Source: an optimization exercise on an open RTL-to-GDS flow (aim: small area). Production flows keep margins and buffers that such runs may drop.
Only simulation tests tie the RTL to the original design; equivalence was not proved.
Power is estimated from default activity; no workload was simulated.

==> flow/design.v (excerpt) <==
module winograd_tile_buffer #(
  parameter int unsigned INPUT_TILE_SIZE  = 4,
  parameter int unsigned INPUT_DATA_WIDTH = 8,
  parameter int unsigned CHANNELS         = 3,
  parameter int unsigned IMG_W            = 16,
  parameter int unsigned IMG_H            = 16
) (
  input  logic                                                    clk,
  input  logic                                                    reset,
  input  logic                                                    start,
  input  logic [CHANNELS*INPUT_DATA_WIDTH-1:0]                    s_data,
  input  logic                                                    s_valid,
  output logic                                                    s_ready,
  output logic [INPUT_TILE_SIZE*INPUT_TILE_SIZE*CHANNELS*INPUT_DATA_WIDTH-1:0] inpData,
  output logic                                                    o_valid,
  output logic [$clog2(IMG_H/2)-1:0]                              tile_row,
  output logic [$clog2(IMG_W/2)-1:0]                              tile_col,
  output logic                                                    frame_done,
  output logic                                                    busy
);
clock: 4.0 ns
lec_check: 0
cap_margin: 20
core_margin: 2
core_utilization: 75
slew_margin: 20
standard.sh (not shown) runs the stock make flow with config.mk's settings and CLKGATE_MAP_FILE= SYNTH_SCRIPT=/design/flow/synth_recipe.tcl, a recipe that flattens the netlist after the stock synthesis.
==> flow/flow/run.sh <==
#!/bin/bash
# Standard layout, with the port buffers made from the smallest buffer cell and a clock tree
# built without dummy balancing loads.
export BUFFER_PORTS_ARGS="-buffer_cell sky130_fd_sc_hd__buf_1"
export CTS_ARGS="-sink_clustering_enable -repair_clock_nets -dont_use_dummy_load -buf_list sky130_fd_sc_hd__clkbuf_8 -sink_clustering_size 16 -sink_clustering_max_diameter 40"
bash standard.sh > standard.log 2>&1
The first run aborted during clock tree synthesis.
Edit:
==> flow/run.sh (new file) <==
#!/bin/bash
# synth_recipe.tcl (not shown) runs the flow's synth.tcl, then flattens the netlist and writes it again
# the make line also repeats each setting of config.mk as NAME=value (left out here)
make -C /OpenROAD-flow-scripts/flow DESIGN_CONFIG=/design/flow/config.mk WORK_HOME=/design/flow/orfs CLKGATE_MAP_FILE= SYNTH_SCRIPT=/design/flow/synth_recipe.tcl finish
CORE_UTILIZATION = 40   (was 75)
CTS_BUF_LIST = sky130_fd_sc_hd__clkbuf_8   (was default)
removed: flow/flow/run.sh
removed: flow/standard.sh
What happened:
- The changed run ran to the end with no violations
- area after synthesis stays the same
- synthesized cell count does not change
Edit:
==> flow/flow/run.sh (new file) <==
#!/bin/bash
# Standard layout, with the port buffers made from the smallest buffer cell and a clock tree
# built without dummy balancing loads.
export BUFFER_PORTS_ARGS="-buffer_cell sky130_fd_sc_hd__buf_1"
export CTS_ARGS="-sink_clustering_enable -repair_clock_nets -dont_use_dummy_load -buf_list sky130_fd_sc_hd__clkbuf_16 -sink_clustering_size 32 -sink_clustering_max_diameter 50"
bash standard.sh > standard.log 2>&1
==> flow/standard.sh (new file) <==
#!/bin/bash
# synth_recipe.tcl (not shown) runs the flow's synth.tcl, then flattens the netlist and writes it again
# the make line also repeats each setting of config.mk as NAME=value (left out here)
make -C /OpenROAD-flow-scripts/flow DESIGN_CONFIG=/design/flow/config.mk WORK_HOME=/design/flow/orfs CLKGATE_MAP_FILE= SYNTH_SCRIPT=/design/flow/synth_recipe.tcl "${@:-finish}"
CORE_UTILIZATION = 65   (was 40)
CTS_BUF_LIST = default   (was sky130_fd_sc_hd__clkbuf_8)
removed: flow/run.sh
Result: The new run completed with no timing, DRC or antenna violations; clock skew climbs by 0.0098 ns; routed wire length goes down by roughly a tenth; die area falls by well over a third; critical path depth is unchanged; final area fell by roughly a tenth; sequential power is about the same; core utilization increases by 24 points; setup slack gets better by 0.66 ns.
Edit:
==> flow/flow/run.sh (replaced) <==
#!/bin/bash
# Standard layout, with the port buffers made from the smallest buffer cell and a clock tree
# built without dummy balancing loads.
export BUFFER_PORTS_ARGS="-buffer_cell sky130_fd_sc_hd__buf_1"
export CTS_ARGS="-sink_clustering_enable -repair_clock_nets -dont_use_dummy_load -buf_list sky130_fd_sc_hd__clkbuf_8 -sink_clustering_size 20 -sink_clustering_max_diameter 50"
bash standard.sh > standard.log 2>&1
CORE_UTILIZATION = 60   (was 65)
What happened: Count of clock-buffer cells in the layout is higher by 9; wire length is lower slightly; setup slack is worse by 0.13 ns.

winograd_tile_buffer again, from the RTL that the note above started with.
==> flow/design.v (excerpt) <==
module winograd_tile_buffer #(
  parameter int unsigned INPUT_TILE_SIZE  = 4,
  parameter int unsigned INPUT_DATA_WIDTH = 8,
  parameter int unsigned CHANNELS         = 3,
  parameter int unsigned IMG_W            = 16,
  parameter int unsigned IMG_H            = 16
) (
  input  logic                                                    clk,
  input  logic                                                    reset,
  input  logic                                                    start,
  input  logic [CHANNELS*INPUT_DATA_WIDTH-1:0]                    s_data,
  input  logic                                                    s_valid,
  output logic                                                    s_ready,
  output logic [INPUT_TILE_SIZE*INPUT_TILE_SIZE*CHANNELS*INPUT_DATA_WIDTH-1:0] inpData,
  output logic                                                    o_valid,
  output logic [$clog2(IMG_H/2)-1:0]                              tile_row,
  output logic [$clog2(IMG_W/2)-1:0]                              tile_col,
  output logic                                                    frame_done,
  output logic                                                    busy
);
clock: 4.0 ns
lec_check: 0
cap_margin: 20
core_margin: 2
core_utilization: 40
slew_margin: 20
run.sh (not shown) runs the stock make flow with config.mk's settings and CLKGATE_MAP_FILE= SYNTH_SCRIPT=/design/flow/synth_recipe.tcl, a recipe that flattens the netlist after the stock synthesis.
Stock flow here: none of the scripts above is used.
The baseline passed the timing, design-rule and antenna checks.
Edit:
==> flow/flow/run.sh (new file) <==
#!/bin/bash
# Standard layout, with the port buffers made from the smallest buffer cell and a clock tree
# built without dummy balancing loads.
export BUFFER_PORTS_ARGS="-buffer_cell sky130_fd_sc_hd__buf_1"
export CTS_ARGS="-sink_clustering_enable -repair_clock_nets -dont_use_dummy_load -buf_list sky130_fd_sc_hd__clkbuf_8 -sink_clustering_size 22 -sink_clustering_max_diameter 45"
bash standard.sh > standard.log 2>&1
==> flow/standard.sh (new file) <==
#!/bin/bash
# synth_recipe.tcl (not shown) runs the flow's synth.tcl, then flattens the netlist and writes it again
# the make line also repeats each setting of config.mk as NAME=value (left out here)
make -C /OpenROAD-flow-scripts/flow DESIGN_CONFIG=/design/flow/config.mk WORK_HOME=/design/flow/orfs CLKGATE_MAP_FILE= SYNTH_SCRIPT=/design/flow/synth_recipe.tcl "${@:-finish}"
- CORE_UTILIZATION: 40 -> 65
removed: flow/run.sh
Outcome: Core utilization grows by 22 points; sequential share of layout area grows by 11 points; routed wire length shrinks by roughly a tenth; synthesized cell count is unchanged; sequential power hardly moves; cell area shrinks by roughly a tenth; sequential cell count does not change; critical path depth stays the same; register-to-register slack gains 0.07 ns; die area shrinks by well over a third.

==> port drivers added, routing unchanged <==
How much do the figures lean on ideal ports? The routed layouts below were timed once more, with nothing changed but the port constraints.
Step 1 assumes that a clkbuf_16 drives the clock port and a buf_2 every other input.
Step 2 moves the port delays by t, midway between the first and last clock arrival at a register: inputs arrive t later, outputs are due t later. That takes back most of the time a late clock gives input paths.
Three values: no drivers, after step 1, after step 2; two values: the first two.
| run | t, ns | slack for setup (ns) | latest minus earliest clock arrival (ns) |
|---|---|---|---|
| the second run of note 1 | 0.859 | 0.514 / 0.450 / 0.861 | 0.043 / 0.043 |
| the third run of note 1 | 0.666 | 1.175 / 1.112 / 1.311 | 0.068 / 0.068 |
| the fourth run of note 1 | 0.722 | 1.041 / 0.978 / 1.251 | 0.068 / 0.067 |
| the first run of note 2 | 0.732 | 0.656 / 0.595 / 0.851 | 0.023 / 0.023 |
| the second run of note 2 | 0.734 | 1.110 / 1.048 / 1.323 | 0.079 / 0.078 |
After both steps setup and hold are still met in every run listed.
